This design comes from an exercise in tuning for small area and a short achievable clock period on the open sky130 flow, not from production work. Function was checked by simulation only, so behaviour that the tests miss may differ from the original. Power and IR drop assume default switching activity.

## run A
Design decode_top, start of the top module:
module decode_top (
    input  logic                          clk_i,
    input  logic                          reset_i,
    input  logic                          if_valid_i,
    input  logic [rv_pkg::XLEN-1:0]       if_pc_i,
    input  logic [rv_pkg::INST_WIDTH-1:0] if_instr_i,
    input  logic                          stall_i,
    input  logic                          wb_we_i,
    input  logic [rv_pkg::GPR_ADDR_W-1:0] wb_addr_i,
    input  logic [rv_pkg::XLEN-1:0]       wb_data_i,
    output logic                          id_ex_valid_o,
    output logic [rv_pkg::XLEN-1:0]       id_ex_pc_o,
    output logic [rv_pkg::GPR_ADDR_W-1:0] id_ex_rd_addr_o,
    output logic [rv_pkg::GPR_ADDR_W-1:0] id_ex_rs1_addr_o,
    output logic [rv_pkg::GPR_ADDR_W-1:0] id_ex_rs2_addr_o,
    output logic [rv_pkg::XLEN-1:0]       id_ex_rs1_val_o,
    output logic [rv_pkg::XLEN-1:0]       id_ex_rs2_val_o,
    output logic [rv_pkg::XLEN-1:0]       id_ex_imm_o,
    output logic                          id_ex_rs1_re_o,
    output logic                          id_ex_rs2_re_o,
    output logic                          id_ex_rd_we_o,
    output logic                          id_ex_mem_re_o,
    output logic                          id_ex_mem_we_o,
    output logic [5:0]                    id_ex_instr_id_o
);
==> flow/config.mk <==
export PLATFORM = sky130hd
export DESIGN_NAME = decode_top
export DESIGN_NICKNAME = decode_top
export VERILOG_FILES = /design/flow/design.v
export SDC_FILE = /design/flow/constraint.sdc
export NUM_CORES = 4
export LEC_CHECK = 0
export CAP_MARGIN = 20
export CORE_MARGIN = 2
export CORE_UTILIZATION = 50
export CTS_CLUSTER_DIAMETER = 60
export CTS_CLUSTER_SIZE = 30
export SETUP_SLACK_MARGIN = 1.4
export SLEW_MARGIN = 20
export SYNTH_HIERARCHICAL = 1
export SYNTH_MINIMUM_KEEP_SIZE = 0
==> flow/constraint.sdc <==
create_clock -name core_clock -period 3.6 [get_ports {clk_i}]
set_input_delay 0.7200 -clock core_clock [delete_from_list [all_inputs] [get_ports {clk_i}]]
set_output_delay 0.7200 -clock core_clock [all_outputs]
set_load 0.01 [all_outputs]
standard.sh (not shown) runs the stock make flow with config.mk's settings and CLKGATE_MAP_FILE= SYNTH_SCRIPT=/design/flow/synth_recipe.tcl, a recipe that flattens the netlist after the stock synthesis.
==> flow/flow/run.sh <==
#!/bin/bash
# Layout flow: the standard ORFS flow (standard.sh) with two extra ORFS
# variables: port buffers are buf_2 instead of the default delay buffer, and
# the resizer may swap cells across footprints. Full tool output goes to
# standard.log here, and ORFS's own logs stay under orfs/logs.
set -euo pipefail
bash standard.sh MATCH_CELL_FOOTPRINT=0 \
    "BUFFER_PORTS_ARGS=-buffer_cell sky130_fd_sc_hd__buf_2" \
    finish > standard.log 2>&1
### run A -> run B
# run A
export LEC_CHECK = 0
export CAP_MARGIN = 20
export CORE_MARGIN = 2
export CORE_UTILIZATION = 50
export CTS_CLUSTER_DIAMETER = 60
export CTS_CLUSTER_SIZE = 30
export SETUP_SLACK_MARGIN = 1.4
export SLEW_MARGIN = 20
export SYNTH_HIERARCHICAL = 1
export SYNTH_MINIMUM_KEEP_SIZE = 0
create_clock -name core_clock -period 3.6 [get_ports {clk_i}]
# run B
export LEC_CHECK = 0
export CAP_MARGIN = 20
export CORE_MARGIN = 2
export CORE_UTILIZATION = 45
export CTS_CLUSTER_DIAMETER = 75
export CTS_CLUSTER_SIZE = 28
export SETUP_SLACK_MARGIN = 2.2
export SLEW_MARGIN = 20
export SYNTH_HIERARCHICAL = 1
export SYNTH_MINIMUM_KEEP_SIZE = 0
create_clock -name core_clock -period 3.6 [get_ports {clk_i}]
Findings:
Number of clock buffers in the layout ended up about 33% lower on run B than on run A.
Run B ends up with a number of antenna cells inserted that is 2 lower than in run A.
Changes observed in run B relative to run A: part of the total power dissipated in the clock network fell 6.8 points; CTS sink count flat; final wirelength rose by about 9%.
Run B reports a lower cell-internal power than run A does.
#### Input delta (run C over run B)
# run B
export LEC_CHECK = 0
export CAP_MARGIN = 20
export CORE_MARGIN = 2
export CORE_UTILIZATION = 45
export CTS_CLUSTER_DIAMETER = 75
export CTS_CLUSTER_SIZE = 28
export SETUP_SLACK_MARGIN = 2.2
export SLEW_MARGIN = 20
export SYNTH_HIERARCHICAL = 1
export SYNTH_MINIMUM_KEEP_SIZE = 0
create_clock -name core_clock -period 3.6 [get_ports {clk_i}]
# run C
export LEC_CHECK = 0
export CAP_MARGIN = 20
export CORE_MARGIN = 2
export CORE_UTILIZATION = 50
export CTS_CLUSTER_DIAMETER = 75
export CTS_CLUSTER_SIZE = 28
export SETUP_SLACK_MARGIN = 2.0
export SLEW_MARGIN = 20
export SYNTH_HIERARCHICAL = 1
export SYNTH_MINIMUM_KEEP_SIZE = 0
create_clock -name core_clock -period 3.6 [get_ports {clk_i}]
--- outcome ---
Re shortest clock period the worst path allows after layout: run B was lower than run C.
Going from run B to run C, sequential share of layout area now sits higher; final routed wirelength across all metal layers now sits lower; multi-input logic portion of the cell area now sits higher.
The inputs of run D differ from those of run C as listed below.
# run C
export LEC_CHECK = 0
export CAP_MARGIN = 20
export CORE_MARGIN = 2
export CORE_UTILIZATION = 50
export CTS_CLUSTER_DIAMETER = 75
export CTS_CLUSTER_SIZE = 28
export SETUP_SLACK_MARGIN = 2.0
export SLEW_MARGIN = 20
export SYNTH_HIERARCHICAL = 1
export SYNTH_MINIMUM_KEEP_SIZE = 0
create_clock -name core_clock -period 3.6 [get_ports {clk_i}]
# run D
export LEC_CHECK = 0
export CAP_MARGIN = 20
export CORE_MARGIN = 2
export CORE_UTILIZATION = 50
export CTS_CLUSTER_DIAMETER = 75
export CTS_CLUSTER_SIZE = 28
export SETUP_SLACK_MARGIN = 1.7
export SLEW_MARGIN = 20
export SYNTH_HIERARCHICAL = 1
export SYNTH_MINIMUM_KEEP_SIZE = 0
create_clock -name core_clock -period 3.6 [get_ports {clk_i}]
==> run notes <==
Run C: no failed stages, no open violations at the end
Run D completed end to end with timing, DRC and antenna clean.
Number of global-route vias before repair (run D vs. run C) decreases slightly
The maximum clock rate of run D exceeds that of run C by 0.32%.
Looking at smallest setup slack after layout across run D and run C, the one that comes out lower is run C.
In the metrics for run D and run C, the one carrying the lower total iterations of the first detailed-routing run is run D.
> inputs changed (run D -> run E)
# run D
export LEC_CHECK = 0
export CAP_MARGIN = 20
export CORE_MARGIN = 2
export CORE_UTILIZATION = 50
export CTS_CLUSTER_DIAMETER = 75
export CTS_CLUSTER_SIZE = 28
export SETUP_SLACK_MARGIN = 1.7
export SLEW_MARGIN = 20
export SYNTH_HIERARCHICAL = 1
export SYNTH_MINIMUM_KEEP_SIZE = 0
create_clock -name core_clock -period 3.6 [get_ports {clk_i}]
# run E
export LEC_CHECK = 0
export CAP_MARGIN = 20
export CORE_MARGIN = 2
export CORE_UTILIZATION = 50
export CTS_CLUSTER_DIAMETER = 75
export CTS_CLUSTER_SIZE = 28
export SETUP_SLACK_MARGIN = 2.4
export SLEW_MARGIN = 20
export SYNTH_HIERARCHICAL = 1
export SYNTH_MINIMUM_KEEP_SIZE = 0
create_clock -name core_clock -period 3.6 [get_ports {clk_i}]
Findings:
On clock-net power, run E and run D are neck and neck.
[compare] base=run D new=run E: register bit count reported by yosys flat; routed wire length climbed about 12%.
NOTE post-route standard cell area excluding fillers run D->run E increased by more than 10%
On floorplan core area, run E and run D are basically level.
Lower final worst-path setup slack among run E and run D: run D

## what the ideal ports hide
Ports are ideal in the flow. The routed layouts listed here were re-timed in OpenROAD. Step 1 assumes that a clkbuf_16 drives the clock port and a buf_2 every other input. Step 2 moves the port delays by t, midway between the first and last clock arrival at a register: inputs arrive t later, outputs are due t later. That takes back most of the time a late clock gives input paths. a / b / c = no drivers / after step 1 / after step 2; a / b = the first two.
run | t, ns | slack for setup (ns) | hold WS [ns] | slew at the worst register clock pin (ns) | cell pins on the clock port's net
run A | 0.784 | 1.405 / 1.405 / 0.633 | 0.223 / 0.173 / 0.480 | 0.09 / 0.09 | 1
run B | 0.762 | 1.670 / 1.589 / 0.980 | 0.262 / 0.207 / 0.487 | 0.11 / 0.11 | 1
run C | 0.799 | 1.573 / 1.499 / 0.997 | 0.196 / 0.166 / 0.485 | 0.11 / 0.11 | 1
run D | 0.744 | 1.579 / 1.612 / 0.888 | 0.252 / 0.199 / 0.480 | 0.11 / 0.11 | 1
run E | 0.766 | 1.641 / 1.559 / 1.179 | 0.242 / 0.188 / 0.495 | 0.11 / 0.11 | 1
After both steps setup and hold are still met in every run listed. For run A, which loses most, drivers alone change the setup slack by 0.000 ns; drivers and shift together by -0.772 ns.
